Source: an optimization exercise on an open RTL-to-GDS flow (aim: small area and a short achievable clock period). Production flows keep margins and buffers that such runs may drop.
Function was checked by simulation only, so behaviour that the tests miss may differ from the original.
Power figures rest on the tool's default switching activity, not on a simulated workload.

==> flow/design.v <==
package decode_issue_pkg;
    localparam logic [6:0] OPC_OP     = 7'b0110011;
    localparam logic [6:0] OPC_OP_IMM = 7'b0010011;
    localparam logic [6:0] OPC_LUI    = 7'b0110111;
    localparam logic [6:0] OPC_AUIPC  = 7'b0010111;
endpackage
module regfile (
    input  logic          clk_i,
    input  logic          rst_ni,
    input  logic          we_i,
    input  logic [4:0]    wa_i,
    input  logic [31:0]   wd_i,
    output logic [1023:0] regs_o,
    output logic [31:0]   vld_o
);
    logic [31:0] regs_q [1:31];
    logic [31:1] vld_q;
    logic [31:1] wen_s;
    for (genvar i = 1; i < 32; i++) begin : g_row
        assign wen_s[i] = we_i && (wa_i == i);
        always_ff @(posedge clk_i) begin
            if (wen_s[i]) regs_q[i] <= wd_i;
        end
        always_ff @(posedge clk_i or negedge rst_ni) begin
            if (!rst_ni)       vld_q[i] <= 1'b0;
            else if (wen_s[i]) vld_q[i] <= 1'b1;
        end
        assign regs_o[32*i +: 32] = regs_q[i];
    end
    assign regs_o[31:0] = 32'd0;
    assign vld_o        = {vld_q, 1'b0};
endmodule
module decode_issue (
    input  logic        clk_i,
    input  logic        rst_ni,
    input  logic        instr_valid_i,
    output logic        instr_ready_o,
    input  logic [31:0] instr_i,
    input  logic [31:0] pc_i,
    output logic        ex_valid_o,
    input  logic        ex_ready_i,
    output logic [31:0] a_o,
    output logic [31:0] b_o,
    output logic [2:0]  funct3_o,
    output logic        funct7_o,
    output logic        pc_add_o,
    output logic [4:0]  rd_o,
    input  logic        wb_valid_i,
    input  logic [4:0]  wb_rd_i,
    input  logic [31:0] wb_data_i,
    output logic        illegal_o
);
    logic [6:0]  opcode_s;
    logic [4:0]  rd_s, rs1_s, rs2_s;
    logic [2:0]  funct3_s;
    logic        is_op, is_imm, is_lui, is_auipc, legal_s, shift_s;
    logic        use_rs1_s, use_rs2_s;
    logic        fwd1_s, fwd2_s;
    logic        hazard_s, ex_free_s, accept_s;
    logic [1023:0] regs_s;
    logic [31:0] vld_s;
    logic [31:0] dec1_s, dec2_s, sel1_s, sel2_s;
    logic [31:0] rf1_s, rf2_s;
    logic [31:0] a_d, b_d, imm_s;
    logic [31:0] a_q, b_q;
    logic [2:0]  funct3_q;
    logic        funct7_q, pc_add_q;
    logic [4:0]  rd_q;
    logic        ex_valid_q, illegal_q;
    logic [31:1] pend_q;
    logic [31:0] pend_s;
    assign opcode_s = instr_i[6:0];
    assign rd_s     = instr_i[11:7];
    assign funct3_s = instr_i[14:12];
    assign rs1_s    = instr_i[19:15];
    assign rs2_s    = instr_i[24:20];
    regfile u_regfile (
        .clk_i (clk_i),
        .rst_ni(rst_ni),
        .we_i  (wb_valid_i),
        .wa_i  (wb_rd_i),
        .wd_i  (wb_data_i),
        .regs_o(regs_s),
        .vld_o (vld_s)
    );
    assign is_op     = (opcode_s == decode_issue_pkg::OPC_OP);
    assign is_imm    = (opcode_s == decode_issue_pkg::OPC_OP_IMM);
    assign is_lui    = (opcode_s == decode_issue_pkg::OPC_LUI);
    assign is_auipc  = (opcode_s == decode_issue_pkg::OPC_AUIPC);
    assign legal_s   = is_op || is_imm || is_lui || is_auipc;
    assign shift_s   = (funct3_s[1:0] == 2'b01);
    assign use_rs1_s = !(is_lui || is_auipc);
    assign use_rs2_s = is_op;
    assign fwd1_s = wb_valid_i && (wb_rd_i == rs1_s) && (rs1_s != 5'd0);
    assign fwd2_s = wb_valid_i && (wb_rd_i == rs2_s) && (rs2_s != 5'd0);
    for (genvar i = 0; i < 32; i++) begin : g_dec
        assign dec1_s[i] = (rs1_s == i);
        assign dec2_s[i] = (rs2_s == i);
    end
    assign sel1_s = dec1_s & vld_s & {32{!fwd1_s}};
    assign sel2_s = dec2_s & vld_s & {32{!fwd2_s}};
    always_comb begin
        rf1_s = 32'd0;
        rf2_s = 32'd0;
        for (int i = 1; i < 32; i++) begin
            rf1_s = rf1_s | (regs_s[32*i +: 32] & {32{sel1_s[i]}});
            rf2_s = rf2_s | (regs_s[32*i +: 32] & {32{sel2_s[i]}});
        end
    end
    assign pend_s   = {pend_q, 1'b0};
    assign hazard_s = (use_rs1_s && pend_s[rs1_s] && !fwd1_s) ||
                      (use_rs2_s && pend_s[rs2_s] && !fwd2_s);
    assign ex_free_s     = !ex_valid_q || ex_ready_i;
    assign instr_ready_o = ex_free_s && !hazard_s;
    assign accept_s      = instr_valid_i && instr_ready_o;
    assign a_d = ({32{use_rs1_s}} & (rf1_s | ({32{fwd1_s}} & wb_data_i))) |
                 ({32{is_auipc}} & pc_i);
    always_comb begin
        if (is_op) begin
            b_d = rf2_s | ({32{fwd2_s}} & wb_data_i);
            if (shift_s) b_d[31:5] = 27'd0;
        end else if (is_lui || is_auipc) begin
            b_d = {instr_i[31:12], 12'd0};
        end else if (shift_s) begin
            b_d = {27'd0, instr_i[24:20]};
        end else begin
            b_d = {{20{instr_i[31]}}, instr_i[31:20]};
        end
    end
    always_ff @(posedge clk_i) begin
        if (ex_free_s) begin
            a_q      <= a_d;
            b_q      <= b_d;
            funct3_q <= (is_lui || is_auipc) ? 3'b000 : funct3_s;
            funct7_q <= ((is_op || is_imm) && shift_s) || is_op ? ~instr_i[30] : 1'b1;
            pc_add_q <= is_auipc;
            rd_q     <= rd_s;
        end
    end
    always_ff @(posedge clk_i or negedge rst_ni) begin
        if (!rst_ni) begin
            ex_valid_q <= 1'b0;
            illegal_q  <= 1'b0;
        end else begin
            ex_valid_q <= !ex_free_s || (accept_s && legal_s);
            illegal_q  <= accept_s && !legal_s;
        end
    end
    for (genvar i = 1; i < 32; i++) begin : g_pend
        always_ff @(posedge clk_i or negedge rst_ni) begin
            if (!rst_ni) begin
                pend_q[i] <= 1'b0;
            end else if (accept_s && legal_s && (rd_s == i)) begin
                pend_q[i] <= 1'b1;
            end else if (wb_valid_i && (wb_rd_i == i)) begin
                pend_q[i] <= 1'b0;
            end
        end
    end
    assign ex_valid_o = ex_valid_q;
    assign illegal_o  = illegal_q;
    assign a_o        = a_q;
    assign b_o        = b_q;
    assign funct3_o   = funct3_q;
    assign funct7_o   = funct7_q;
    assign pc_add_o   = pc_add_q;
    assign rd_o       = rd_q;
endmodule
==> flow/run.sh <==
#!/bin/bash
# synth_recipe.tcl (not shown) runs the flow's synth.tcl, then flattens the netlist and writes it again
# the make line also repeats each setting of config.mk as NAME=value (left out here)
make -C /OpenROAD-flow-scripts/flow DESIGN_CONFIG=/design/flow/config.mk WORK_HOME=/design/flow/orfs CLKGATE_MAP_FILE= SYNTH_SCRIPT=/design/flow/synth_recipe.tcl finish
==> flow/config.mk <==
export PLATFORM = sky130hd
export DESIGN_NAME = decode_issue
export DESIGN_NICKNAME = decode_issue
export VERILOG_FILES = /design/flow/design.v
export SDC_FILE = /design/flow/constraint.sdc
export NUM_CORES = 4
export LEC_CHECK = 0
export CAP_MARGIN = 20
export CORE_MARGIN = 2
export CORE_UTILIZATION = 35
export SLEW_MARGIN = 20
==> flow/constraint.sdc <==
create_clock -name core_clock -period 5.0 [get_ports {clk_i}]
set_input_delay 1.0000 -clock core_clock [delete_from_list [all_inputs] [get_ports {clk_i}]]
set_output_delay 1.0000 -clock core_clock [all_outputs]
set_load 0.01 [all_outputs]
==> reports/results.txt, run 1 <==
status: finished clean
initial antenna violation count: 53
Yosys top cell by area: edfxtp_1
IO Port Bufs: 182
maximum clock rate: 0.2037 GHz
DP Wirelength: 242.0 mm
Syn Nets: 3781
Post-Route WL: 352.8 mm
Root Driver: clkbuf_16
Rows: 139
leakage power: 20.76 nW
Worst path slowest cell: clkdlybuf4s50_1
Final Power: 23.15 mW
number of synthesized register bits: 1130
Area contributors post-synth: edfxtp_1 64%, a22oi_1 7.3%, dfrtp_1 3.2%
Final Cell Area: 63100 um^2
IO Count: 183
critical path, cell by cell: clkdlybuf4s50_1, nor2_1, a22oi_1, nand3_1, o2111ai_1, a41oi_2, and2_1, clkdlybuf4s50_1
ANT nets after route: 0
Reg clk slew, reported paths: 0.06 ns
ys flop type: edfxtp_1
CTS tree: yes
CP endpoint kind: primary output
die span in y: 383.1 um
Vias: 48200
RSZ-0062 raised after global routing: no
via density per instance: 7.711
skew final: 0.03682 ns
Clock Path Buffers: 3
fraction of layout cells with a size suffix above 1: 20.00%
later-pin clock latency in the skew report: 0.82 ns
FFs w/ async S/R, synth: 5.664%
sequential area share after synthesis: 66.83%
reg2reg path depth: 9
Area after DPL: 58800 um^2
final hold vios: 0
Yosys warning count: 3
Gate Count Post-Synth: 3675
GRT Total Usage: 46.80%
dpl ws: -0.3792 ns
number of synthesized flops with an enable pin: 1066
crit path launch type: input pin
min cycle time layout: 4.910 ns
GPL Wtd Cong: 1.061
fin nets: 4317
Die ar.: 146800 um^2
Synth Cell Area: 50300 um^2
first-pass GRT wire length: 444.3 mm
share of the synthesized area in the top cell type: 63.64%
largest net degree at the start of global routing: 65
most frequent CP cell: clkdlybuf4s50_1
# setup viols final: 0
Worst Path Arrival: 3.91 ns
htree depth: 4
Slew @ Worst Pin: 1.370 ns
Starting Density: 35.14%
GRT overflow: 0
Unique masters post-synth: 86
clk sink count: 1130
hold crit path type: input pin to asynchronous set/reset pin
post-CTS setup buffer count: 0
Worst VDD drop: 0.0002674 V
Worst Path Required: 4.00 ns
DRC viols: 0
slowest stage delay, CP: 0.75 ns
Syn Area/Cell: 13.69 um^2
vias in the first global route: 43440
die width: 383.1 um
violation count after the first detailed-route iteration: 12040
Max Cap Viol: 0
CP Class: input pin to primary output
DR WL/cell: 56.43 um
power per cell area: 366.9 nW/um^2
Period Utilization, post-route: 98.20%
final setup margin: 0.09006 ns
core area: 143100 um^2
slew margin rel.: 8.505%
DRT Pass-1 Iters: 13
Slew Viols, Final: 0
Worst Path Max Fanout: 12
area grow syn2layout: 25.46%
total CTS buffers: 130
## per-stage QoR
stage	std cells	hold WS, ns	TNS (ns)	util (%)
finish	6251	0.3609	0	44.09
global route	6220	0.4128	0	44.03
CTS	6217	0.3851	0	44.02
detailed placement	5982	0.5093	-0.3805	41.08
global placement	5982	0.4841	-0.5897	41.08
floorplan	3675	0.4387	0	-
## final cells by class
| class | count | area [um^2] |
|---|---|---|
| fill | 12920 | 80030 |
| clock buffer | 167 | 3571 |
| clock inverter | 68 | 638.1 |
| tap | 1903 | 2381 |
| inverter | 21 | 92.59 |
| timing repair buffer | 713 | 6924 |
| sequential | 1130 | 33610 |
| antenna | 34 | 85.08 |
| multi-input combinational | 2215 | 15800 |
## cell usage in the layout (no fill, tap or decap), types with 89 or more instances in the layout
cell type	count
edfxtp_1	1066
a22oi_1	489
buf_4	441
nand2_1	201
clkdlybuf4s50_1	177
a21oi_1	145
clkbuf_16	137
a22o_1	111
o21ai_0	110
a221oi_1	109
buf_12	91
nand3_1	89
## where the power goes
part	leakage, nW	total (mW)	internal (mW)	switching [mW]
clock network	2.05	9.68	5.49	4.19
logic	8.11	2.54	0.800	1.74
registers	10.6	10.9	10.6	0.325
total	20.8	23.2	16.9	6.25
## repair_timing
| action | 4_1_cts | 5_1_grt |
|---|---|---|
| hold buffers | 0 | 0 |
| setup endpoints to repair | 1 | 1 |
| resized for setup | 1 | 1 |
## critical path, delay by kind of cell
kind                   cells  cell delay, ns
buffers and inverters      2            1.29
AO/OA/AOI/OAI              3            0.67
AND/OR/NAND/NOR            3            0.93
## cells by family after synthesis
logic type,after synthesis,synth area share [%]
xor gates and xnor gates,8,0.1393
buffers and inverters,330,2.724
muxes,22,0.7736
AOI/OAI and AO/OA,1443,21.60
DFF,1130,66.83
and+or+nand+nor,742,7.936
## sequential cells by signal, summed over array words and instances (netlist names)
signal / count
pend_q: 31
funct7_q: 1
a_q: 32
b_q: 32
ex_valid_q: 1
pc_add_q: 1
funct3_q: 3
u_regfile.vld_q: 31
rd_q: 5
illegal_q: 1
u_regfile.regs_q: 992
## worst paths after layout
kind | to | from | slack, ns
setup / recovery | instr_ready_o | instr_i[17] | 0.09
hold / removal | pend_q[23] | rst_ni | 0.36
setup reg to reg | b_q[22] | u_regfile.vld_q[22] | 0.91
hold reg to reg | pend_q[24] | pend_q[24] | 0.52
max in group asynchronous | pend_q[3] | rst_ni | 3.95
min in group core_clock | pend_q[24] | pend_q[24] | 0.52
## metal layers
layer	global-route usage, %	share of wire [%]	up-vias	wire length [um]
met2	63.05	39	5819	138200
met1	58.41	35	24240	124800
met5	0.7606	0.11	-	400
met3	21.37	16	1484	56530
li1	-	-	16630	-
met4	34.29	9.3	28	32820
## cell usage after synthesis, types with 23 or more instances
| cell | n |
|---|---|
| a22o_1 | 111 |
| buf_2 | 78 |
| dfrtp_1 | 64 |
| clkbuf_1 | 207 |
| and4_1 | 23 |
| nor2b_1 | 30 |
| a21oi_1 | 145 |
| edfxtp_1 | 1066 |
| and3_1 | 90 |
| nor2_1 | 86 |
| nand4_1 | 56 |
| o21ai_0 | 111 |
| a22oi_1 | 489 |
| and2_1 | 28 |
| a221o_1 | 31 |
| nand2b_1 | 27 |
| o21ai_1 | 31 |
| a32oi_1 | 38 |
| a31oi_1 | 76 |
| a221oi_1 | 109 |
| nand3_1 | 89 |
| a222oi_1 | 81 |
| nand2_1 | 202 |
| a2111oi_0 | 25 |
==> run 2, diff against run 1 <==
==> flow/flow/run.sh (new file) <==
#!/bin/bash
# Standard layout, with the port buffers made of buf_2 cells instead of the
# delay buffers buffer_ports picks on its own. The whole make output is kept
# in standard.log; each ORFS step keeps its own log under orfs/logs/.
set -uo pipefail
export BUFFER_PORTS_ARGS="-buffer_cell sky130_fd_sc_hd__buf_2"
bash standard.sh > standard.log 2>&1
==> flow/standard.sh (new file) <==
#!/bin/bash
# synth_recipe.tcl (not shown) runs the flow's synth.tcl, then flattens the netlist and writes it again
# the make line also repeats each setting of config.mk as NAME=value (left out here)
make -C /OpenROAD-flow-scripts/flow DESIGN_CONFIG=/design/flow/config.mk WORK_HOME=/design/flow/orfs CLKGATE_MAP_FILE= SYNTH_SCRIPT=/design/flow/synth_recipe.tcl "${@:-finish}"
--- a/flow/config.mk
+++ b/flow/config.mk
@@ -7,5 +7,6 @@
 export LEC_CHECK = 0
 export CAP_MARGIN = 20
 export CORE_MARGIN = 2
-export CORE_UTILIZATION = 35
+export CORE_UTILIZATION = 45
+export SETUP_SLACK_MARGIN = 1.5
 export SLEW_MARGIN = 20
removed: flow/run.sh
==> reports/results.txt, run 2 <==
violation count after the first detailed-route iteration: 12900 (+7.2%)
most flop-heavy register: u_regfile.regs_q
ys flop type: edfxtp_1
most frequent cell after synthesis: edfxtp_1
die span in y: 338.3 um (-12%)
Syn Nets: 3781 (unchanged)
IO Port Bufs: 182 (unchanged)
area grow syn2layout: 21.22%
Max Cap Viol: 0 (unchanged)
Area contributors post-synth: edfxtp_1 64%, a22oi_1 7.3%, dfrtp_1 3.2%
crit path launch type: input pin
critical path, cell by cell: buf_6, mux4_2, o21bai_1, a2bb2oi_1, a2111oi_4, a41oi_4, and2_4, buf_6
core area: 110800 um^2 (-23%)
CTS tree: yes
GPL Wtd Cong: 1.130 (+6.5%)
Sum Neg Setup Slack: 0 ns (unchanged)
Comb power frac: 10.4% (-0.6 points)
P_sw: 6.390 mW (+2.2%)
Worst Path Arrival: 2.98 ns (-0.93 ns)
Synth Cell Area: 50300 um^2 (unchanged)
DP Wirelength: 229.8 mm (-5.0%)
share of the synthesized area in the top cell type: 63.64% (unchanged)
ANT nets after route: 0 (unchanged)
# setup viols final: 0 (unchanged)
IO Count: 183 (unchanged)
slew margin rel.: 14.37% (+5.9 points)
skew final: 0.06209 ns (+0.02527 ns)
most common library cells after synthesis: 1066 x edfxtp_1, 489 x a22oi_1, 207 x clkbuf_1
via density per instance: 8.496 (+10%)
vias in the first global route: 43610 (+0.39%)
Starting Density: 45.39% (+10 points)
fin nets: 4204 (-2.6%)
Worst path slowest cell: mux4_2
Clk network pwr share: 42.6% (+0.8 points)
most frequent cells in the layout: 1066 x edfxtp_1, 489 x a22oi_1, 375 x buf_4
Worst Path Max Fanout: 17 (+5)
Unique masters post-synth: 86 (unchanged)
GRT Total Usage: 58.53% (+12 points)
CP endpoint kind: primary output
number of synthesized flops with an enable pin: 1066 (unchanged)
Worst Path Required: 4.00 ns (about the same)
sequential area share after synthesis: 66.83% (unchanged)
slowest stage delay, CP: 0.55 ns (-0.20 ns)
internal cell power: 16.85 mW (-0.33%)
final hold slack: 0.3637 ns (+0.002836 ns)
RSZ-0062 raised after global routing: yes
maximum clock rate: 0.2513 GHz (+23%)
Reg clk slew, reported paths: 0.06 ns (about the same)
dpl ws: 0.2992 ns (+0.6783 ns)
leakage power: 20.30 nW (-2.2%)
Hold Buf Count CTS: 0 (unchanged)
Yosys top cell by area: edfxtp_1
Slew Viols, Final: 0 (unchanged)
hold crit path type: input pin to asynchronous set/reset pin
final setup margin: 1.020 ns (+0.9301 ns)
Vias: 49010 (+1.7%)
sequential share of power: 47.0% (-0.2 points)
DRT Pass-1 Iters: 10 (-3)
largest net degree at the start of global routing: 65 (unchanged)
die width: 338.3 um (-12%)
later-pin clock latency in the skew report: 0.80 ns (-0.02 ns)
GRT overflow: 0 (unchanged)
Rows: 122 (-12%)
Yosys warning count: 3 (unchanged)
status: finished clean
Sw Ratio: 27.50% (+0.50 points)
Slew @ Worst Pin: 1.282 ns (-0.08772 ns)
Syn Area/Cell: 13.69 um^2 (unchanged)
power per cell area: 381.1 nW/um^2 (+3.9%)
min cycle time layout: 3.980 ns (-0.9301 ns)
Gate Count Post-Synth: 3675 (unchanged)
Post-Route WL: 344.3 mm (-2.4%)
Root Driver: clkbuf_16
most common cell after layout, fill and taps aside: edfxtp_1
initial antenna violation count: 57 (+7.5%)
fraction of layout cells with a size suffix above 1: 23.60% (+3.6 points)
Worst VDD drop: 0.0003630 V (+36%)
DR WL/cell: 59.68 um (+5.7%)
final core utilization: 55.02% (+11 points)
max FFs per register: 992 (unchanged)
number of synthesized register bits: 1130 (unchanged)
clk sink count: 1130 (unchanged)
Die ar.: 114500 um^2 (-22%)
DRC viols: 0 (unchanged)
CP Class: input pin to primary output
FFs w/ async S/R, synth: 5.664% (unchanged)
final hold vios: 0 (unchanged)
most frequent CP cell: buf_6
Clock Path Buffers: 3 (unchanged)
total CTS buffers: 120 (-7.7%)
htree depth: 3 (-1)
Period Utilization, post-route: 79.60% (-19 points)
first-pass GRT wire length: 436.4 mm (-1.8%)
Regs by FF count: u_regfile.regs_q (992), a_q (32), b_q (32)
## run 2: final cells by class
type / count / area (um^2)
diodes: 78 / 195.2
fillers: 9242 / 49850
clock inverters: 83 / 1059
flip-flops and latches: 1130 / 33610
multi-input cells: 2215 / 16030
clock buffers: 144 / 3259
inverters: 21 / 97.59
repair buffers: 610 / 4856
well taps: 1488 / 1862
## run 2: worst paths after layout
check                                    start                   to  slack (ns)  depth (start not counted)
setup / recovery                   instr_i[20]        instr_ready_o        1.02                          8
hold / removal                          rst_ni           pend_q[18]        0.36                          1
setup reg to reg           u_regfile.vld_q[18]              a_q[18]        1.61                          8
hold reg to reg                      pend_q[5]            pend_q[5]        0.52                          2
max in group asynchronous               rst_ni  u_regfile.vld_q[21]        3.96                          1
min in group core_clock              pend_q[5]            pend_q[5]        0.52                          2
## run 2: power groups by stage
stage                     Clock (mW)  Combinational [mW]  Sequential, mW
after CTS                       9.77                2.19            10.9
after floorplan                    0               0.765            10.9
after detailed placement           0                2.16            11.1
final                           9.89                2.42            10.9
after global placement             0                2.15            11.1
after global routing            10.1                2.34            10.9
## run 2: stage by stage
stage	instances	area [um^2]	total power, mW
2_1_floorplan	3675	50330	11.71
6_report	5769	60970	23.24
5_1_grt	5712	60830	23.37
3_5_place_dp	5436	55880	13.22
3_3_place_gp	5436	55880	13.23
4_1_cts	5685	60570	22.83
## run 2: kinds of logic after synthesis
kind of cell              count (synthesis)  share of synthesized area, %
AOI/OAI and AO/OA                      1443                         21.60
and+or+nand+nor                         742                         7.936
xor gates and xnor gates                  8                        0.1393
buffers and inverters                   330                         2.724
DFF                                    1130                         66.83
muxes                                    22                        0.7736
## run 2: timing repair
item | in CTS | in global routing
buffers inserted | 21 | 6
resized for setup | 38 | 35
setup endpoints to repair | 40 | 28
pin swaps | 5 | 2
gates cloned | 1 | 0
## run 2: per-layer routing
layer / wire (um) / vias up / global-route usage (%)
met5: 800 / - / 4.875
met4: 38250 / 30 / 50.54
met3: 65840 / 1863 / 34.52
met2: 128800 / 6516 / 73.93
met1: 110500 / 24140 / 69.15
li1: - / 16460 / -
## run 2: critical path: cells and delay by family
kind | cells | cell delay, ns
simple gates | 1 | 0.19
mux | 1 | 0.55
compound gates | 4 | 0.89
buf+inv | 2 | 0.33
==> run 3, diff against run 2 <==
--- a/flow/design.v
+++ b/flow/design.v
@@ -59,8 +59,11 @@
     logic        hazard_s, ex_free_s, accept_s;
     logic [1023:0] regs_s;
     logic [31:0] vld_s;
-    logic [31:0] dec1_s, dec2_s, sel1_s, sel2_s;
-    logic [31:0] rf1_s, rf2_s;
+    logic [31:0] dec1_s, dec2_s, sel1_s, sel2lo_s, sel2hi_s;
+    logic [31:0] wbdec_s, rowok_s, pclr_s;
+    logic [31:0] rf1_s;
+    logic [4:0]  rf2lo_s;
+    logic [26:0] rf2hi_s;
     logic [31:0] a_d, b_d, imm_s;
     logic [31:0] a_q, b_q;
     logic [2:0]  funct3_q;
@@ -93,40 +96,46 @@
     assign use_rs2_s = is_op;
     assign fwd1_s = wb_valid_i && (wb_rd_i == rs1_s) && (rs1_s != 5'd0);
     assign fwd2_s = wb_valid_i && (wb_rd_i == rs2_s) && (rs2_s != 5'd0);
-    for (genvar i = 0; i < 32; i++) begin : g_dec
-        assign dec1_s[i] = (rs1_s == i);
-        assign dec2_s[i] = (rs2_s == i);
+    for (genvar i = 0; i < 32; i++) begin : g_row
+        assign wbdec_s[i]  = wb_valid_i && (wb_rd_i == i);
+        assign rowok_s[i]  = vld_s[i] && !wbdec_s[i];
+        assign pclr_s[i]   = pend_s[i] && !wbdec_s[i];
+        assign dec1_s[i]   = (rs1_s == i);
+        assign dec2_s[i]   = (rs2_s == i);
     end
-    assign sel1_s = dec1_s & vld_s & {32{!fwd1_s}};
-    assign sel2_s = dec2_s & vld_s & {32{!fwd2_s}};
+    assign sel1_s   = dec1_s & rowok_s & {32{use_rs1_s}};
+    assign sel2lo_s = dec2_s & rowok_s & {32{is_op}};
+    assign sel2hi_s = dec2_s & rowok_s & {32{is_op && !shift_s}};
     always_comb begin
-        rf1_s = 32'd0;
-        rf2_s = 32'd0;
+        rf1_s   = 32'd0;
+        rf2lo_s = 5'd0;
+        rf2hi_s = 27'd0;
         for (int i = 1; i < 32; i++) begin
-            rf1_s = rf1_s | (regs_s[32*i +: 32] & {32{sel1_s[i]}});
-            rf2_s = rf2_s | (regs_s[32*i +: 32] & {32{sel2_s[i]}});
+            rf1_s   = rf1_s   | (regs_s[32*i +: 32]   & {32{sel1_s[i]}});
+            rf2lo_s = rf2lo_s | (regs_s[32*i +: 5]    & {5{sel2lo_s[i]}});
+            rf2hi_s = rf2hi_s | (regs_s[32*i+5 +: 27] & {27{sel2hi_s[i]}});
         end
     end
-    assign pend_s   = {pend_q, 1'b0};
-    assign hazard_s = (use_rs1_s && pend_s[rs1_s] && !fwd1_s) ||
-                      (use_rs2_s && pend_s[rs2_s] && !fwd2_s);
+    assign pend_s = {pend_q, 1'b0};
+    assign hazard_s = (use_rs1_s && |(dec1_s & pclr_s)) ||
+                      (use_rs2_s && |(dec2_s & pclr_s));
     assign ex_free_s     = !ex_valid_q || ex_ready_i;
     assign instr_ready_o = ex_free_s && !hazard_s;
     assign accept_s      = instr_valid_i && instr_ready_o;
-    assign a_d = ({32{use_rs1_s}} & (rf1_s | ({32{fwd1_s}} & wb_data_i))) |
-                 ({32{is_auipc}} & pc_i);
     always_comb begin
         if (is_op) begin
-            b_d = rf2_s | ({32{fwd2_s}} & wb_data_i);
-            if (shift_s) b_d[31:5] = 27'd0;
+            imm_s = 32'd0;
         end else if (is_lui || is_auipc) begin
-            b_d = {instr_i[31:12], 12'd0};
+            imm_s = {instr_i[31:12], 12'd0};
         end else if (shift_s) begin
-            b_d = {27'd0, instr_i[24:20]};
+            imm_s = {27'd0, instr_i[24:20]};
         end else begin
-            b_d = {{20{instr_i[31]}}, instr_i[31:20]};
+            imm_s = {{20{instr_i[31]}}, instr_i[31:20]};
         end
     end
+    assign a_d = rf1_s | ({32{use_rs1_s && fwd1_s}} & wb_data_i) | ({32{is_auipc}} & pc_i);
+    assign b_d[4:0]  = rf2lo_s | ({5{is_op && fwd2_s}} & wb_data_i[4:0]) | imm_s[4:0];
+    assign b_d[31:5] = rf2hi_s | ({27{is_op && !shift_s && fwd2_s}} & wb_data_i[31:5]) | imm_s[31:5];
     always_ff @(posedge clk_i) begin
         if (ex_free_s) begin
             a_q      <= a_d;
@@ -152,7 +161,7 @@
                 pend_q[i] <= 1'b0;
             end else if (accept_s && legal_s && (rd_s == i)) begin
                 pend_q[i] <= 1'b1;
-            end else if (wb_valid_i && (wb_rd_i == i)) begin
+            end else if (wbdec_s[i]) begin
                 pend_q[i] <= 1'b0;
             end
         end
==> reports/results.txt, run 3 <==
maximum clock rate: 0.2421 GHz (-3.7%)
most frequent cells in the layout: 1066 x edfxtp_1, 435 x a22oi_1, 229 x a22o_1
CP Class: input pin to primary output
fin nets: 3755 (-11%)
DRC viols: 0 (unchanged)
Detail Route met3 WL: 46.27 mm (-30%)
GPL Wtd Cong: 1.020 (-9.7%)
final setup margin: 0.8690 ns (-0.1511 ns)
Slew Viols, Final: 0 (unchanged)
capturing point of the worst reg2reg path: a_q[25]
largest net degree at the start of global routing: 46 (-29%)
Clock Path Buffers: 3 (unchanged)
GRT overflow: 0 (unchanged)
IO Count: 183 (unchanged)
total CTS buffers: 114 (-5.0%)
Max Used Layer: met5
Max Cap Viol: 0 (unchanged)
# setup viols final: 0 (unchanged)
die width: 334.7 um (-1.1%)
GRT Total Usage: 43.07% (-15 points)
Syn Area/Cell: 14.68 um^2 (+7.3%)
RSZ-0062 raised after global routing: yes
number of synthesized register bits: 1130 (unchanged)
Period Utilization, post-route: 82.62% (+3.0 points)
final hold slack: 0.3577 ns (-0.006017 ns)
power per cell area: 365.1 nW/um^2 (-4.2%)
Worst Path Arrival: 3.13 ns (+0.15 ns)
later-pin clock latency in the skew report: 0.76 ns (-0.04 ns)
ys flop type: edfxtp_1
Gate Count Post-Synth: 3351 (-8.8%)
slew margin rel.: 14.05% (-0.32 points)
number of synthesized flops with an enable pin: 1066 (unchanged)
most common library cells after synthesis: 1066 x edfxtp_1, 435 x a22oi_1, 229 x a22o_1
Post-Route WL: 248.0 mm (-28%)
Met2 Wirelength: 98.07 mm (-24%)
initial antenna violation count: 13 (-77%)
Worst Path Required: 4.00 ns (about the same)
CP startpoint: wb_rd_i[2]
worst r2r src: u_regfile.vld_q[4]
Area contributors post-synth: edfxtp_1 65%, a22oi_1 6.6%, a22o_1 4.1%
Yosys top cell by area: edfxtp_1
Starting Density: 45.27% (-0.12 points)
leakage power: 19.06 nW (-6.1%)
Hold Buf Count CTS: 0 (unchanged)
Die ar.: 112000 um^2 (-2.1%)
IO Port Bufs: 182 (unchanged)
Sum Neg Setup Slack: 0 ns (unchanged)
Worst VDD drop: 0.0003256 V (-10%)
most common cell after layout, fill and taps aside: edfxtp_1
Yosys warning count: 3 (unchanged)
reg2reg path depth: 7 (-1)
Final Cell Area: 58370 um^2 (-4.3%)
min cycle time layout: 4.131 ns (+0.1511 ns)
Vias: 42660 (-13%)
dpl ws: 0.4546 ns (+0.1554 ns)
# fillers: 8924 (-3.4%)
Reg clk slew, reported paths: 0.06 ns (about the same)
Regs by FF count: u_regfile.regs_q (992), a_q (32), b_q (32)
Final Power: 21.31 mW (-8.3%)
max FFs per register: 992 (unchanged)
status: finished clean
clk sink count: 1130 (unchanged)
area grow syn2layout: 18.62%
CP endpoint kind: primary output
skew final: 0.05128 ns (-0.01081 ns)
Unique masters post-synth: 74 (-14%)
Root Driver: clkbuf_16
vias in the first global route: 39330 (-9.8%)
final hold vios: 0 (unchanged)
die span in y: 334.7 um (-1.1%)
R2R Setup Slk: 2.11 ns (+0.50 ns)
violation count after the first detailed-route iteration: 11420 (-11%)
hold crit path type: input pin to asynchronous set/reset pin
Area after DPL: 53960 um^2 (-3.4%)
share of the synthesized area in the top cell type: 65.05% (+1.4 points)
most flop-heavy register: u_regfile.regs_q
DRT Pass-1 Iters: 9 (-1)
crit path launch type: input pin
first-pass GRT wire length: 329.4 mm (-25%)
Slew @ Worst Pin: 1.279 ns (-0.002394 ns)
Rows: 121 (-0.82%)
Syn Nets: 3457 (-8.6%)
htree depth: 3 (unchanged)
fraction of layout cells with a size suffix above 1: 21.52% (-2.1 points)
most frequent cell after synthesis: edfxtp_1
via density per instance: 8.260 (-2.8%)
Worst Path Max Fanout: 5 (-12)
DP Wirelength: 142.0 mm (-38%)
CTS tree: yes
DR WL/cell: 48.02 um (-20%)
M1 WL: 83.45 mm (-25%)
ANT nets after route: 0 (unchanged)
Synth Cell Area: 49210 um^2 (-2.2%)
sequential area share after synthesis: 68.31% (+1.5 points)
core area: 108700 um^2 (-1.9%)
FFs w/ async S/R, synth: 5.664% (unchanged)
run 3: cell type report:
| class | count | area (um^2) | share of cell area, % |
|---|---|---|---|
| Antenna cell | 9 | 22.52 | 0.03859 |
| Clock buffer | 126 | 2919 | 5.001 |
| Clock inverter | 82 | 1062 | 1.820 |
| Inverter | 18 | 67.56 | 0.1158 |
| Multi-Input combinational cell | 1936 | 15150 | 25.95 |
| Sequential cell | 1130 | 33610 | 57.59 |
| Tap cell | 1414 | 1769 | 3.031 |
| Timing Repair Buffer | 449 | 3769 | 6.457 |
run 3: logic make-up after synthesis:
| group | synth area share (%) |
|---|---|
| XOR/XNOR | 0.1424 |
| buffers and inverters | 2.489 |
| AO/OA/AOI/OAI | 19.77 |
| flip-flops | 68.31 |
| AND/OR/NAND/NOR | 9.294 |
run 3: critical path: stages:
cell	delay, ns
buf_12	0.11
buf_4	0.13
or4b_4	0.58
o2111ai_2	0.20
nand4_1	0.12
or4_4	0.50
o21ai_2	0.17
and3_4	0.22
buf_6	0.10
run 3: per-layer routing:
metal	track usage, %	vias up
met5	0.7382	-
met4	26.40	22
met3	19.18	1364
met2	58.84	5272
met1	55.86	20780
li1	-	15220
run 3: what timing repair did:
action / in CTS / in global routing
gates cloned: 1 / 3
setup buffers: 11 / 7
pin swaps: 6 / 10
endpoints found under the setup margin: 30 / 36
resized for setup: 21 / 33
run 3: report_power, final:
part           internal (mW)  switching [mW]
Combinational          0.398           0.962
Sequential              10.6           0.143
Clock                   5.30            3.91
run 3: per-stage QoR:
| stage | cells | utilization [%] |
|---|---|---|
| 6_report | 5164 | 53.70 |
| 5_1_grt | 5159 | 53.68 |
| 4_1_cts | 5145 | 53.46 |
| 3_5_place_dp | 4925 | 49.64 |
| 3_3_place_gp | 4925 | 49.64 |
| 2_1_floorplan | 3351 | - |
run 3: how the worst max path moves through the flow:
stage / to / slack (ns) / cells past startpoint
2_1_floorplan: instr_ready_o / 0.92 / 10
3_3_place_gp: a_q[28] / 0.44 / 8
3_5_place_dp: a_q[28] / 0.45 / 8
4_1_cts: instr_ready_o / 0.84 / 8
5_1_grt: instr_ready_o / 0.83 / 9
6_report: instr_ready_o / 0.87 / 9
==> run 4, diff against run 3 <==
--- a/flow/config.mk
+++ b/flow/config.mk
@@ -8,5 +8,7 @@
 export CAP_MARGIN = 20
 export CORE_MARGIN = 2
 export CORE_UTILIZATION = 45
+export CTS_BUF_LIST = sky130_fd_sc_hd__clkbuf_8
+export CTS_CLUSTER_SIZE = 24
 export SETUP_SLACK_MARGIN = 1.5
 export SLEW_MARGIN = 20
==> reports/results.txt, run 4 <==
status: finished clean
die span in y: 334.7 um (unchanged)
Area contributors post-synth: edfxtp_1 65%, a22oi_1 6.6%, a22o_1 4.1%
Hold Buf Count CTS: 0 (unchanged)
number of synthesized register bits: 1130 (unchanged)
Yosys top cell by area: edfxtp_1
Die ar.: 112000 um^2 (unchanged)
Slew @ Worst Pin: 1.278 ns (-0.001320 ns)
most common cell after layout, fill and taps aside: edfxtp_1
number of synthesized flops with an enable pin: 1066 (unchanged)
clk sink count: 1130 (unchanged)
IO Port Bufs: 182 (unchanged)
CP Class: input pin to primary output
most flop-heavy register: u_regfile.regs_q
initial antenna violation count: 14 (+1)
FFs w/ async S/R, synth: 5.664% (unchanged)
GRT Total Usage: 43.35% (+0.28 points)
Regs by FF count: u_regfile.regs_q (992), a_q (32), b_q (32)
fraction of layout cells with a size suffix above 1: 21.91% (+0.39 points)
M1 WL: 83.26 mm (-0.23%)
Clock Path Buffers: 3 (unchanged)
leakage power: 18.99 nW (-0.36%)
Area after DPL: 53960 um^2 (unchanged)
DRC viols: 0 (unchanged)
Sum Neg Setup Slack: 0 ns (unchanged)
crit path launch type: input pin
Register Area: 33610 um^2 (unchanged)
sequential area share after synthesis: 68.31% (unchanged)
final core utilization: 53.01% (-0.68 points)
Worst Path Arrival: 3.16 ns (+0.03 ns)
area grow syn2layout: 17.12%
die width: 334.7 um (unchanged)
CP endpoint kind: primary output
# setup viols final: 0 (unchanged)
Syn Nets: 3457 (unchanged)
Worst Path Required: 4.00 ns (about the same)
min cycle time layout: 4.158 ns (+0.02693 ns)
CTS tree: yes
Unique masters post-synth: 74 (unchanged)
dpl ws: 0.4546 ns (unchanged)
fin nets: 3818 (+1.7%)
CP startpoint: wb_rd_i[4]
Slew Viols, Final: 0 (unchanged)
GRT overflow: 0 (unchanged)
most frequent cells in the layout: 1066 x edfxtp_1, 435 x a22oi_1, 229 x a22o_1
first-pass GRT wire length: 331.0 mm (+0.49%)
DR WL/cell: 47.21 um (-1.7%)
slew margin rel.: 14.14% (+0.089 points)
share of the synthesized area in the top cell type: 65.05% (unchanged)
Vias: 43230 (+1.3%)
vias in the first global route: 40060 (+1.9%)
later-pin clock latency in the skew report: 0.91 ns (+0.15 ns)
Post-Route WL: 249.2 mm (+0.49%)
via density per instance: 8.189 (-0.86%)
Starting Density: 45.27% (unchanged)
Root Driver: clkbuf_8
power per cell area: 344.0 nW/um^2 (-5.8%)
Worst VDD drop: 0.0002532 V (-22%)
Syn Area/Cell: 14.68 um^2 (unchanged)
maximum clock rate: 0.2405 GHz (-0.65%)
final hold vios: 0 (unchanged)
skew final: 0.06294 ns (+0.01166 ns)
Yosys warning count: 3 (unchanged)
RSZ-0062 raised after global routing: yes
Period Utilization, post-route: 83.16% (+0.54 points)
ys flop type: edfxtp_1
max FFs per register: 992 (unchanged)
total CTS buffers: 182 (+60%)
largest net degree at the start of global routing: 46 (unchanged)
ANT nets after route: 0 (unchanged)
core area: 108700 um^2 (unchanged)
DP Wirelength: 142.0 mm (unchanged)
most common library cells after synthesis: 1066 x edfxtp_1, 435 x a22oi_1, 229 x a22o_1
GPL Wtd Cong: 1.020 (unchanged)
DRT Pass-1 Iters: 12 (+3)
hold crit path type: input pin to asynchronous set/reset pin
area occupied by multi-input gates: 15060 um^2 (-0.55%)
# fillers: 9101 (+2.0%)
Final Cell Area: 57630 um^2 (-1.3%)
most frequent cell after synthesis: edfxtp_1
Rows: 121 (unchanged)
worst r2r src: u_regfile.vld_q[4]
htree depth: 4 (+1)
Max Cap Viol: 0 (unchanged)
Detail Route met3 WL: 46.81 mm (+1.2%)
Met2 Wirelength: 98.54 mm (+0.49%)
Gate Count Post-Synth: 3351 (unchanged)
Worst Path Max Fanout: 5 (unchanged)
Synth Cell Area: 49210 um^2 (unchanged)
violation count after the first detailed-route iteration: 11320 (-0.91%)
IO Count: 183 (unchanged)
Max Used Layer: met5
Reg clk slew, reported paths: 0.06 ns (about the same)
final setup margin: 0.8421 ns (-0.02693 ns)
run 4: cell counts after synthesis:
No cell type changed its count.
run 4: per-layer routing:
metal  GRT usage [%]  vias up
li1                -    15390
met1           55.65    21030
met2           59.07     5383
met3           20.15     1407
met4           26.72       16
met5           1.780        -
run 4: final timing paths:
check                                     endpoint  slack (ns)  depth (start not counted)
max in group asynchronous               pend_q[24]        3.78                          2
min in group core_clock                    rd_q[1]        0.36                          1
worst max-delay path                 instr_ready_o        0.84                          8
worst min-delay path                    pend_q[22]        0.19                          1
worst max register to register             a_q[25]        2.01                          7
worst min register to register  u_regfile.vld_q[1]        0.46                          1
run 4: metrics by stage:
| stage | cells | power, mW | hold WS [ns] |
|---|---|---|---|
| after CTS | 5267 | 19.72 | 0.1742 |
| final | 5279 | 19.82 | 0.1902 |
| after global placement | 4925 | 12.16 | 0.4464 |
| after detailed placement | 4925 | 12.16 | 0.4479 |
| after floorplan | 3351 | 11.39 | 0.4311 |
| after global routing | 5270 | 20.23 | 0.2500 |
run 4: worst max-delay path: stages:
cell	delay, ns
buf_12	0.11
or4b_4	0.58
o2111a_1	0.29
nor4bb_2	0.31
o2111ai_2	0.22
o31ai_4	0.30
and3_4	0.24
buf_6	0.10
run 4: layout make-up:
class / instances / area share [%]
sequential: 1130 / 58.33
multi-input combinational: 1936 / 26.14
timing repair buffer: 444 / 6.390
clock buffer: 186 / 4.442
tap: 1414 / 3.070
clock inverter: 139 / 1.463
inverter: 18 / 0.1172
antenna: 12 / 0.05211
run 4: logic make-up (layout without fill, tap and decap cells):
group,Yosys count,in the layout,synth area share [%]
AO/OA/AOI/OAI,1201,1201,19.77
flip-flops,1130,1130,68.31
AND/OR/NAND/NOR,724,727,9.294
buffers and inverters,288,787,2.489
XOR/XNOR,8,8,0.1424
other,0,12,0
run 4: report_power, final:
group / internal, mW / switching, mW
combinational: 0.381 / 0.956
sequential: 10.6 / 0.139
clock: 3.84 / 3.90
total: 14.8 / 5.00
run 4: timing repair:
action,4_1_cts,5_1_grt
gates resized for setup,22,6
endpoints found under the hold margin,0,0
setup buffers,14,0
pin swaps,7,2
setup endpoints to repair,2,11
cloned,3,0
==> run 5, diff against run 4 <==
--- a/flow/design.v
+++ b/flow/design.v
@@ -60,7 +60,7 @@
     logic [1023:0] regs_s;
     logic [31:0] vld_s;
     logic [31:0] dec1_s, dec2_s, sel1_s, sel2lo_s, sel2hi_s;
-    logic [31:0] wbdec_s, rowok_s, pclr_s;
+    logic [31:0] wbdec_s, rowok_s;
     logic [31:0] rf1_s;
     logic [4:0]  rf2lo_s;
     logic [26:0] rf2hi_s;
@@ -99,7 +99,6 @@
     for (genvar i = 0; i < 32; i++) begin : g_row
         assign wbdec_s[i]  = wb_valid_i && (wb_rd_i == i);
         assign rowok_s[i]  = vld_s[i] && !wbdec_s[i];
-        assign pclr_s[i]   = pend_s[i] && !wbdec_s[i];
         assign dec1_s[i]   = (rs1_s == i);
         assign dec2_s[i]   = (rs2_s == i);
     end
@@ -117,8 +116,8 @@
         end
     end
     assign pend_s = {pend_q, 1'b0};
-    assign hazard_s = (use_rs1_s && |(dec1_s & pclr_s)) ||
-                      (use_rs2_s && |(dec2_s & pclr_s));
+    assign hazard_s = (use_rs1_s && |(dec1_s & pend_s) && !fwd1_s) ||
+                      (use_rs2_s && |(dec2_s & pend_s) && !fwd2_s);
     assign ex_free_s     = !ex_valid_q || ex_ready_i;
     assign instr_ready_o = ex_free_s && !hazard_s;
     assign accept_s      = instr_valid_i && instr_ready_o;
--- a/flow/config.mk
+++ b/flow/config.mk
@@ -8,7 +8,5 @@
 export CAP_MARGIN = 20
 export CORE_MARGIN = 2
 export CORE_UTILIZATION = 45
-export CTS_BUF_LIST = sky130_fd_sc_hd__clkbuf_8
-export CTS_CLUSTER_SIZE = 24
 export SETUP_SLACK_MARGIN = 1.5
 export SLEW_MARGIN = 20
==> reports/results.txt, run 5 <==
Root Driver: clkbuf_16
leakage power: 18.89 nW (-0.51%)
max FFs per register: 992 (unchanged)
maximum clock rate: 0.2707 GHz (+13%)
final hold vios: 0 (unchanged)
dpl ws: 0.2731 ns (-0.1814 ns)
crit path launch type: flip-flop
DR WL/cell: 49.63 um (+5.1%)
vias in the first global route: 39430 (-1.6%)
Worst Path Max Fanout: 2 (-3)
GRT overflow: 0 (unchanged)
ys flop type: edfxtp_1
Worst path slowest cell: dfrtp_1
IO Port Bufs: 182 (unchanged)
Die ar.: 109900 um^2 (-1.9%)
Period Utilization, post-route: 73.87% (-9.3 points)
fraction of layout cells with a size suffix above 1: 22.17% (+0.27 points)
fin nets: 3700 (-3.1%)
most common library cells after synthesis: 1066 x edfxtp_1, 673 x a22oi_1, 163 x nand4_1
Rows: 120 (-0.83%)
slowest stage delay, CP: 0.42 ns (-0.16 ns)
total CTS buffers: 114 (-37%)
share of the synthesized area in the top cell type: 66.32% (+1.3 points)
Worst VDD drop: 0.0002788 V (+10%)
Max Cap Viol: 0 (unchanged)
power per cell area: 367.7 nW/um^2 (+6.9%)
sequential area share after synthesis: 69.64% (+1.3 points)
Unique masters post-synth: 78 (+5.4%)
later-pin clock latency in the skew report: 0.78 ns (-0.13 ns)
die span in y: 331.5 um (-0.95%)
htree depth: 3 (-1)
CP endpoint kind: primary output
core area: 106800 um^2 (-1.8%)
R2R Setup Slk: 2.14 ns (+0.13 ns)
Slew @ Worst Pin: 1.230 ns (-0.04803 ns)
DP Wirelength: 143.8 mm (+1.3%)
Worst Path Required: 4.00 ns (about the same)
GPL Wtd Cong: 1.019 (-0.11%)
Slew Viols, Final: 0 (unchanged)
Yosys top cell by area: edfxtp_1
clk sink count: 1130 (unchanged)
Syn Nets: 3378 (-2.3%)
violation count after the first detailed-route iteration: 11520 (+1.8%)
final core utilization: 53.96% (+0.94 points)
Sum Neg Setup Slack: 0 ns (unchanged)
GRT Total Usage: 44.65% (+1.3 points)
Clock Path Buffers: 3 (unchanged)
first-pass GRT wire length: 334.6 mm (+1.1%)
Starting Density: 45.21% (-0.055 points)
ANT nets after route: 0 (unchanged)
worst r2r src: u_regfile.vld_q[19]
# setup viols final: 0 (unchanged)
most common cell after layout, fill and taps aside: edfxtp_1
most flop-heavy register: u_regfile.regs_q
initial antenna violation count: 14 (unchanged)
capturing point of the worst reg2reg path: b_q[22]
IO Count: 183 (unchanged)
status: finished clean
Regs by FF count: u_regfile.regs_q (992), a_q (32), b_q (32)
RSZ-0062 raised after global routing: yes
critical path, cell by cell: mux2i_4, nor3_1, nor4bb_2, o2111ai_2, o311ai_2, nand2_2, inv_2, buf_6
Hold Buf Count CTS: 0 (unchanged)
Area contributors post-synth: edfxtp_1 66%, a22oi_1 10%, dfrtp_1 3.3%
Worst Path Arrival: 2.69 ns (-0.47 ns)
slew margin rel.: 17.37% (+3.2 points)
DRC viols: 0 (unchanged)
FFs w/ async S/R, synth: 5.664% (unchanged)
Gate Count Post-Synth: 3272 (-2.4%)
min cycle time layout: 3.694 ns (-0.4642 ns)
Syn Area/Cell: 14.75 um^2 (+0.46%)
most frequent cells in the layout: 1066 x edfxtp_1, 673 x a22oi_1, 204 x buf_4
skew final: 0.05958 ns (-0.003362 ns)
reg2reg path depth: 7 (unchanged)
Reg clk slew, reported paths: 0.07 ns (about the same)
CP top delay family: simple AND/OR/NAND/NOR gates
via density per instance: 8.234 (+0.55%)
Synth Cell Area: 48270 um^2 (-1.9%)
Final Cell Area: 57600 um^2 (about the same)
Vias: 42060 (-2.7%)
Post-Route WL: 253.5 mm (+1.7%)
WP buf/inv: 2 (unchanged)
most frequent cell after synthesis: edfxtp_1
Final Power: 21.18 mW (+6.8%)
die width: 331.5 um (-0.95%)
CTS tree: yes
hold crit path type: input pin to asynchronous set/reset pin
final setup margin: 1.306 ns (+0.4642 ns)
Area after DPL: 53100 um^2 (-1.6%)
DRT Pass-1 Iters: 13 (+1)
area grow syn2layout: 19.34%
largest net degree at the start of global routing: 46 (unchanged)
number of synthesized register bits: 1130 (unchanged)
CP Class: flip-flop to primary output
Yosys warning count: 3 (unchanged)
number of synthesized flops with an enable pin: 1066 (unchanged)
## run 5: cell count changes after synthesis, sizes merged, moves of 37 or more
cell    previous run  this run
a22oi            435       675
a221oi           228       121
a22o             230       123
or3               55         4
nor4              81        33
nor3              36        74
a21oi              5        42
## run 5: cell families (layout without fill, tap and decap cells)
family / count (synthesis) / in the layout / share of synthesized area, %
XOR/XNOR: 8 / 8 / 0.1452
buffers and inverters: 252 / 674 / 2.266
flip-flops: 1130 / 1130 / 69.64
other: 0 / 11 / 0
multiplexers: 12 / 12 / 0.2566
AND/OR/NAND/NOR: 693 / 693 / 8.555
AO/OA/AOI/OAI: 1177 / 1177 / 19.14
## run 5: through the flow
| step | cells | hold WS [ns] |
|---|---|---|
| after floorplan | 3272 | 0.4275 |
| after global placement | 4865 | 0.4448 |
| after detailed placement | 4865 | 0.4479 |
| after CTS | 5094 | 0.2988 |
| after global routing | 5098 | 0.3341 |
| final | 5108 | 0.2846 |
## run 5: worst max-delay path by stage
stage,start,end,slack [ns],cells after the start
finish,pend_q[9],instr_ready_o,1.31,8
global route,pend_q[25],instr_ready_o,1.27,8
CTS,pend_q[5],instr_ready_o,1.36,8
detailed placement,instr_i[16],instr_ready_o,0.27,9
global placement,instr_i[15],instr_ready_o,0.15,9
floorplan,instr_i[23],instr_ready_o,1.38,10
## run 5: report_power, final
group	internal, mW	total (mW)	switching, mW
clock network	5.21	9.11	3.90
logic	0.382	1.29	0.910
registers	10.6	10.8	0.168
## run 5: timing repair
item                                    in CTS  in global routing
buffers inserted                            11                  3
endpoints found under the setup margin      64                 26
endpoints found under the hold margin        0                  0
pin swaps                                   16                  6
gates resized for setup                     89                 10
cloned                                       2                  0
## run 5: layer usage
layer	share of wire [%]	vias to the layer above	global-route usage [%]	routed length (um)
met4	8.6	16	28.98	21820
li1	-	14810	-	-
met5	0.12	-	1.563	300
met3	19	1428	20.95	48450
met2	39	5445	60.86	99780
met1	33	20360	56.64	83170
## run 5: final cells by class
class	instances	area (um^2)
timing repair buffer	446	3812
antenna	11	27.53
multi-input combinational	1890	14450
fill	8619	49150
tap	1403	1755
sequential	1130	33610
clock buffer	133	2945
inverter	12	47.55
clock inverter	83	955.9
==> run 6, diff against run 5 <==
--- a/flow/config.mk
+++ b/flow/config.mk
@@ -7,6 +7,8 @@
 export LEC_CHECK = 0
 export CAP_MARGIN = 20
 export CORE_MARGIN = 2
-export CORE_UTILIZATION = 45
+export CORE_UTILIZATION = 60
+export CTS_CLUSTER_DIAMETER = 60
+export CTS_CLUSTER_SIZE = 20
 export SETUP_SLACK_MARGIN = 1.5
 export SLEW_MARGIN = 20
==> reports/results.txt, run 6 <==
capturing point of the worst reg2reg path: pend_q[28]
CP top delay family: buffers and inverters
GPL Wtd Cong: 1.039 (+2.0%)
Period Utilization, post-route: 73.34% (-0.54 points)
share of the synthesized area in the top cell type: 66.32% (unchanged)
core area: 80030 um^2 (-25%)
CP endpoint kind: primary output
Worst Path Max Fanout: 10 (+8)
hold crit path type: input pin to asynchronous set/reset pin
R2R Setup Slk: 2.23 ns (+0.09 ns)
Final Power: 19.29 mW (-8.9%)
IO Count: 183 (unchanged)
most frequent cell after synthesis: edfxtp_1
fin nets: 3686 (-0.38%)
Rows: 104 (-13%)
final hold slack: 0.3642 ns (+0.07954 ns)
Final Cell Area: 56220 um^2 (-2.4%)
first-pass GRT wire length: 318.8 mm (-4.7%)
post-synthesis mux area share: 0.2566% (unchanged)
# setup viols final: 0 (unchanged)
vias in the first global route: 39610 (+0.44%)
via density per instance: 9.112 (+11%)
WP buf/inv: 5 (+3)
Reg clk slew, reported paths: 0.08 ns (about the same)
Regs by FF count: u_regfile.regs_q (992), a_q (32), b_q (32)
Post-Route WL: 238.9 mm (-5.8%)
min cycle time layout: 3.667 ns (-0.02685 ns)
Starting Density: 60.31% (+15 points)
Worst VDD drop: 0.0004365 V (+57%)
sequential area share after synthesis: 69.64% (unchanged)
IO Port Bufs: 182 (unchanged)
DP Wirelength: 132.7 mm (-7.7%)
Clk network pwr share: 37.5% (-5.5 points)
most frequent cells in the layout: 1066 x edfxtp_1, 671 x a22oi_1, 212 x buf_4
Die ar.: 82730 um^2 (-25%)
CTS tree: yes
fraction of layout cells with a size suffix above 1: 21.78% (-0.39 points)
worst r2r src: pend_q[21]
largest family of logic cells by synthesized area: compound AO/OA/AOI/OAI gates
P_sw: 4.747 mW (-4.6%)
most frequent CP cell: buf_8
Clock Path Buffers: 3 (unchanged)
htree depth: 3 (unchanged)
Slew Viols, Final: 0 (unchanged)
ys flop type: edfxtp_1
Synth Area in Compound Gates: 19.14% (unchanged)
Syn Area/Cell: 14.75 um^2 (unchanged)
DRT Pass-1 Iters: 17 (+4)
FFs w/ async S/R, synth: 5.664% (unchanged)
Vias: 42970 (+2.2%)
slowest stage delay, CP: 0.35 ns (-0.07 ns)
Root Driver: clkbuf_16
DR WL/cell: 50.67 um (+2.1%)
Synth Area in Simple Gates: 8.555% (unchanged)
CP endpoint: instr_ready_o
Gate Count Post-Synth: 3272 (unchanged)
number of synthesized register bits: 1130 (unchanged)
CP Class: input pin to primary output
Synth Cell Area: 48270 um^2 (unchanged)
total CTS buffers: 85 (-25%)
Syn Nets: 3378 (unchanged)
Post-Synth XOR/XNOR Area: 0.1452% (unchanged)
violation count after the first detailed-route iteration: 12250 (+6.4%)
CP startpoint: instr_i[24]
Unique masters post-synth: 78 (unchanged)
final non-filler cell total: 4716 (-7.7%)
Worst Path Required: 4.00 ns (about the same)
Synth Area in Adders: 0% (unchanged)
skew final: 0.02961 ns (-0.02997 ns)
clk sink count: 1130 (unchanged)
max FFs per register: 992 (unchanged)
leakage power: 18.47 nW (-2.2%)
slew margin rel.: 8.195% (-9.2 points)
Worst Path Arrival: 2.67 ns (-0.02 ns)
most flop-heavy register: u_regfile.regs_q
most common library cells after synthesis: 1066 x edfxtp_1, 673 x a22oi_1, 163 x nand4_1
Worst path slowest cell: nor4bb_1
GRT overflow: 0 (unchanged)
Comb power frac: 6.7% (+0.6 points)
GRT Total Usage: 56.88% (+12 points)
final hold vios: 0 (unchanged)
Slew @ Worst Pin: 1.374 ns (+0.1438 ns)
Sw Ratio: 24.61% (+1.1 points)
Area after DPL: 52540 um^2 (-1.1%)
ANT nets after route: 0 (unchanged)
maximum clock rate: 0.2727 GHz (+0.73%)
RSZ-0062 raised after global routing: yes
CP Depth: 10 (+2)
reg2reg path depth: 9 (+2)
internal cell power: 14.54 mW (-10%)
Inst Count DP: 4514 (-7.2%)
most common cell after layout, fill and taps aside: edfxtp_1
initial antenna violation count: 10 (-4)
area grow syn2layout: 16.49%
Yosys top cell by area: edfxtp_1
Yosys warning count: 3 (unchanged)
Max Cap Viol: 0 (unchanged)
crit path launch type: input pin
largest net degree at the start of global routing: 42 (-8.7%)
number of synthesized flops with an enable pin: 1066 (unchanged)
DRC viols: 0 (unchanged)
later-pin clock latency in the skew report: 0.69 ns (-0.09 ns)
sequential share of power: 55.8% (+4.9 points)
Sum Neg Setup Slack: 0 ns (unchanged)
Area contributors post-synth: edfxtp_1 66%, a22oi_1 10%, dfrtp_1 3.3%
die width: 287.6 um (-13%)
critical path, cell by cell: buf_8, buf_8, buf_4, nand4_1, nor4bb_1, o2111ai_2, o311ai_4, nand2_2, inv_2, buf_6
die span in y: 287.6 um (-13%)
status: finished clean
power per cell area: 343.0 nW/um^2 (-6.7%)
run 6: worst min-delay path by stage:
stage	start	to	slack, ns	cells past startpoint
detailed placement	u_regfile.vld_q[28]	u_regfile.vld_q[28]	0.45	1
global route	rst_ni	pend_q[21]	0.40	1
global placement	u_regfile.vld_q[18]	u_regfile.vld_q[18]	0.45	1
CTS	rst_ni	ex_valid_q	0.37	1
floorplan	u_regfile.vld_q[5]	u_regfile.vld_q[5]	0.43	1
finish	rst_ni	pend_q[21]	0.36	1
run 6: metrics by stage:
stage,worst slack [ns],util (%)
2_1_floorplan,1.379,-
3_3_place_gp,0.4180,65.59
3_5_place_dp,0.4064,65.65
4_1_cts,1.411,69.82
5_1_grt,1.302,70.20
6_report,1.333,70.26
run 6: repair_timing:
item,4_1_cts,5_1_grt
gates cloned,3,1
setup endpoints to repair,55,42
pin swaps,14,13
buffers inserted,11,24
hold buffers,0,0
resized for setup,81,16
endpoints found under the hold margin,0,0
run 6: routing by layer:
layer,track usage (%),share of wire [%]
met4,39.75,11
met5,1.047,0.11
met2,75.55,38
met1,70.04,30
met3,31.48,21
run 6: worst reg2reg max path, delay by kind of cell (launching register included):
family / cells / cell delay (ns)
flops: 1 / 0.48
mux: 1 / 0.17
compound gates: 3 / 1.03
buf+inv: 2 / 0.37
simple gates: 3 / 0.60
run 6: kinds of logic after synthesis:
| family | after synthesis |
|---|---|
| compound gates | 1177 |
| mux | 12 |
| xor+xnor | 8 |
| simple gates | 693 |
| flops | 1130 |
| buf+inv | 252 |
run 6: layout make-up:
type	count	area [um^2]
well taps	1060	1326
clock buffers	92	2217
fillers	5296	23800
flip-flops and latches	1130	33610
multi-input cells	1891	14450
clock inverters	51	593.1
repair buffers	460	3935
diodes	20	50.05
inverters	12	45.04
run 6: power groups by stage:
stage / clock network [mW] / registers (mW) / logic, mW
floorplan: 0 / 10.9 / 0.452
global placement: 0 / 11.0 / 1.13
detailed placement: 0 / 11.0 / 1.15
finish: 7.24 / 10.8 / 1.28
CTS: 7.16 / 10.7 / 1.19
global route: 7.51 / 10.8 / 1.29
==> run 7, diff against run 6 <==
--- a/flow/config.mk
+++ b/flow/config.mk
@@ -7,7 +7,7 @@
 export LEC_CHECK = 0
 export CAP_MARGIN = 20
 export CORE_MARGIN = 2
-export CORE_UTILIZATION = 60
+export CORE_UTILIZATION = 50
 export CTS_CLUSTER_DIAMETER = 60
 export CTS_CLUSTER_SIZE = 20
 export SETUP_SLACK_MARGIN = 1.5
==> reports/results.txt, run 7 <==
Sum Neg Setup Slack: 0 ns (unchanged)
Register Area: 33610 um^2 (unchanged)
dpl ws: 0.4406 ns (+0.03418 ns)
crit path launch type: input pin
CP endpoint kind: flip-flop
largest net degree at the start of global routing: 48 (+14%)
vias in the first global route: 39260 (-0.89%)
most frequent cell after synthesis: edfxtp_1
DRT Pass-1 Iters: 11 (-6)
number of synthesized register bits: 1130 (unchanged)
later-pin clock latency in the skew report: 0.75 ns (+0.06 ns)
Area contributors post-synth: edfxtp_1 66%, a22oi_1 10%, dfrtp_1 3.3%
Die ar.: 99030 um^2 (+20%)
power per cell area: 352.8 nW/um^2 (+2.9%)
first-pass GRT wire length: 337.3 mm (+5.8%)
DR WL/cell: 51.91 um (+2.5%)
Synth Cell Area: 48270 um^2 (unchanged)
Slew Viols, Final: 0 (unchanged)
die span in y: 314.7 um (+9.4%)
final hold vios: 0 (unchanged)
# fillers: 7356 (+39%)
status: finished clean
Max Cap Viol: 0 (unchanged)
critical path, cell by cell: buf_2, nand2b_1, buf_4, nand2_1, nor3_4, buf_4, a22oi_1, nand3_1, a221oi_1, nand4_1
violation count after the first detailed-route iteration: 11350 (-7.4%)
IO Count: 183 (unchanged)
FFs w/ async S/R, synth: 5.664% (unchanged)
Worst Path Arrival: 4.27 ns (+1.60 ns)
# setup viols final: 0 (unchanged)
Final Cell Area: 57010 um^2 (+1.4%)
GRT Total Usage: 50.88% (-6.0 points)
Worst Path Max Fanout: 12 (+2)
fraction of layout cells with a size suffix above 1: 22.62% (+0.84 points)
Period Utilization, post-route: 73.78% (+0.45 points)
most frequent cells in the layout: 1066 x edfxtp_1, 672 x a22oi_1, 220 x buf_4
initial antenna violation count: 14 (+4)
via density per instance: 8.610 (-5.5%)
capturing point of the worst reg2reg path: b_q[7]
ys flop type: edfxtp_1
maximum clock rate: 0.2711 GHz (-0.61%)
max FFs per register: 992 (unchanged)
Syn Area/Cell: 14.75 um^2 (unchanged)
slew margin rel.: 15.71% (+7.5 points)
share of the synthesized area in the top cell type: 66.32% (unchanged)
die width: 314.7 um (+9.4%)
CP Class: input pin to flip-flop
Worst Path Required: 5.58 ns (+1.58 ns)
R2R Setup Slk: 2.12 ns (-0.11 ns)
reg2reg path depth: 7 (-2)
IO Port Bufs: 182 (unchanged)
Root Driver: clkbuf_16
most common cell after layout, fill and taps aside: edfxtp_1
most frequent CP cell: buf_4
ANT nets after route: 0 (unchanged)
most flop-heavy register: u_regfile.regs_q
Slew @ Worst Pin: 1.260 ns (-0.1135 ns)
Gate Count Post-Synth: 3272 (unchanged)
Regs by FF count: u_regfile.regs_q (992), a_q (32), b_q (32)
final hold slack: 0.3860 ns (+0.02186 ns)
Yosys warning count: 3 (unchanged)
worst r2r src: u_regfile.vld_q[17]
area occupied by multi-input gates: 14470 um^2 (+0.16%)
RSZ-0062 raised after global routing: yes
Worst VDD drop: 0.0002642 V (-39%)
hold crit path type: input pin to asynchronous set/reset pin
DP Wirelength: 145.4 mm (+9.5%)
Yosys top cell by area: edfxtp_1
Unique masters post-synth: 78 (unchanged)
htree depth: 3 (unchanged)
sequential area share after synthesis: 69.64% (unchanged)
clk sink count: 1130 (unchanged)
final setup margin: 1.311 ns (-0.02237 ns)
slowest stage delay, CP: 1.02 ns (+0.67 ns)
Starting Density: 50.65% (-9.7 points)
Vias: 42660 (-0.72%)
DRC viols: 0 (unchanged)
Worst path slowest cell: nor3_4
Clock Path Buffers: 3 (unchanged)
Post-Route WL: 257.2 mm (+7.7%)
Hold Buf Count CTS: 0 (unchanged)
skew final: 0.05199 ns (+0.02238 ns)
number of synthesized flops with an enable pin: 1066 (unchanged)
GRT overflow: 0 (unchanged)
fin nets: 3699 (+0.35%)
min cycle time layout: 3.689 ns (+0.02237 ns)
GPL Wtd Cong: 1.051 (+1.2%)
Reg clk slew, reported paths: 0.08 ns (about the same)
core area: 95290 um^2 (+19%)
Area after DPL: 52990 um^2 (+0.87%)
most common library cells after synthesis: 1066 x edfxtp_1, 673 x a22oi_1, 163 x nand4_1
Rows: 113 (+8.7%)
Syn Nets: 3378 (unchanged)
CTS tree: yes
leakage power: 18.71 nW (+1.3%)
area grow syn2layout: 18.13%
total CTS buffers: 95 (+12%)
## run 7: cell counts after synthesis
No cell type changed its count.
## run 7: cells by family (layout without fill, tap and decap cells)
| group | count (synthesis) | after routing | share of synthesized area, % |
|---|---|---|---|
| XOR/XNOR | 8 | 8 | 0.1452 |
| other | 0 | 17 | 0 |
| flip-flops | 1130 | 1130 | 69.64 |
| AO/OA/AOI/OAI | 1177 | 1177 | 19.14 |
| buffers and inverters | 252 | 652 | 2.266 |
| multiplexers | 12 | 12 | 0.2566 |
| AND/OR/NAND/NOR | 693 | 694 | 8.555 |
## run 7: repair_timing
action	in CTS	in global routing
setup buffers	2	17
endpoints found under the setup margin	47	35
gates cloned	0	3
pin swaps	1	12
gates resized for setup	29	72
## run 7: layout make-up
class	count	share of cell area [%]
Clock buffer	100	4.240
Clock inverter	77	1.646
Timing Repair Buffer	463	6.847
Antenna cell	17	0.07461
Multi-Input combinational cell	1891	25.38
Inverter	12	0.08559
Sequential cell	1130	58.95
Tap cell	1265	2.776
## run 7: per-layer routing
layer	GRT usage (%)	vias to the layer above	part of all wire, %
li1	-	14810	-
met5	0.2901	-	0.081
met3	23.75	1546	20
met2	68.17	5667	39
met1	65.80	20620	33
met4	33.50	21	9.1
## run 7: critical path: cells and delay by family
kind                   cells  cell delay, ns
and+or+nand+nor            5            1.90
buffers and inverters      3            1.11
AOI/OAI and AO/OA          2            0.20
## run 7: report_power, final
part	switching (mW)	leakage, nW	internal, mW
combinational	0.907	6.52	0.394
sequential	0.164	10.6	10.6
clock	4.08	1.62	3.97
## run 7: per-stage QoR
step | cells | total power [mW] | utilization [%]
3_5_place_dp | 4739 | 12.13 | 55.61
4_1_cts | 4918 | 19.95 | 59.26
5_1_grt | 4938 | 20.46 | 59.79
6_report | 4955 | 20.12 | 59.83
3_3_place_gp | 4738 | 12.12 | 55.59
2_1_floorplan | 3272 | 11.38 | -
## run 7: worst max-delay path by stage
stage | startpoint | end | slack (ns) | cells after the start
2_1_floorplan | instr_i[23] | instr_ready_o | 1.38 | 10
3_3_place_gp | wb_rd_i[1] | b_q[18] | 0.26 | 9
3_5_place_dp | wb_rd_i[4] | a_q[26] | 0.44 | 9
4_1_cts | instr_i[24] | instr_ready_o | 1.22 | 9
5_1_grt | instr_i[15] | instr_ready_o | 1.29 | 11
6_report | instr_i[13] | b_q[7] | 1.31 | 10

separate check: timing with driven ports:
No port has a modelled driver above. Below, the same layouts with a new extraction and two added sets of constraints. Step 1, drivers: a clkbuf_16 drives clk_i and a buf_2 each remaining input, both assumed. Step 2 times the ports against the registers' clock, not the clock port: input delays grow and output delays shrink by t, the midpoint of the rising clock arrivals with the driver on. Slacks: ideal ports / drivers / drivers and shift; pairs: ideal ports / drivers.
run	t (ns)	slack for setup (ns)	worst setup path after step 2	worst register clock-pin slew, ns	pins driven straight from the clock port
run 1	0.891	0.090 / 0.064 / -0.689	input to register	0.07 / 0.07	1
run 2	0.853	1.020 / 0.976 / 0.528	input to register	0.07 / 0.07	1
run 3	0.799	0.869 / 0.788 / 0.641	input to register	0.07 / 0.07	1
run 4	0.950	0.842 / 0.791 / 0.504	input to register	0.07 / 0.07	1
run 5	0.823	1.306 / 1.230 / 0.624	input to register	0.07 / 0.07	1
run 6	0.748	1.333 / 1.206 / 0.637	input to register	0.09 / 0.09	1
run 7	0.798	1.311 / 1.252 / 0.565	input to register	0.09 / 0.09	1
Met with ideal ports but missed after step 2: setup timing in run 1. The setup slack of run 1, which loses most, moves by -0.026 ns with the drivers and by -0.779 ns with both steps.
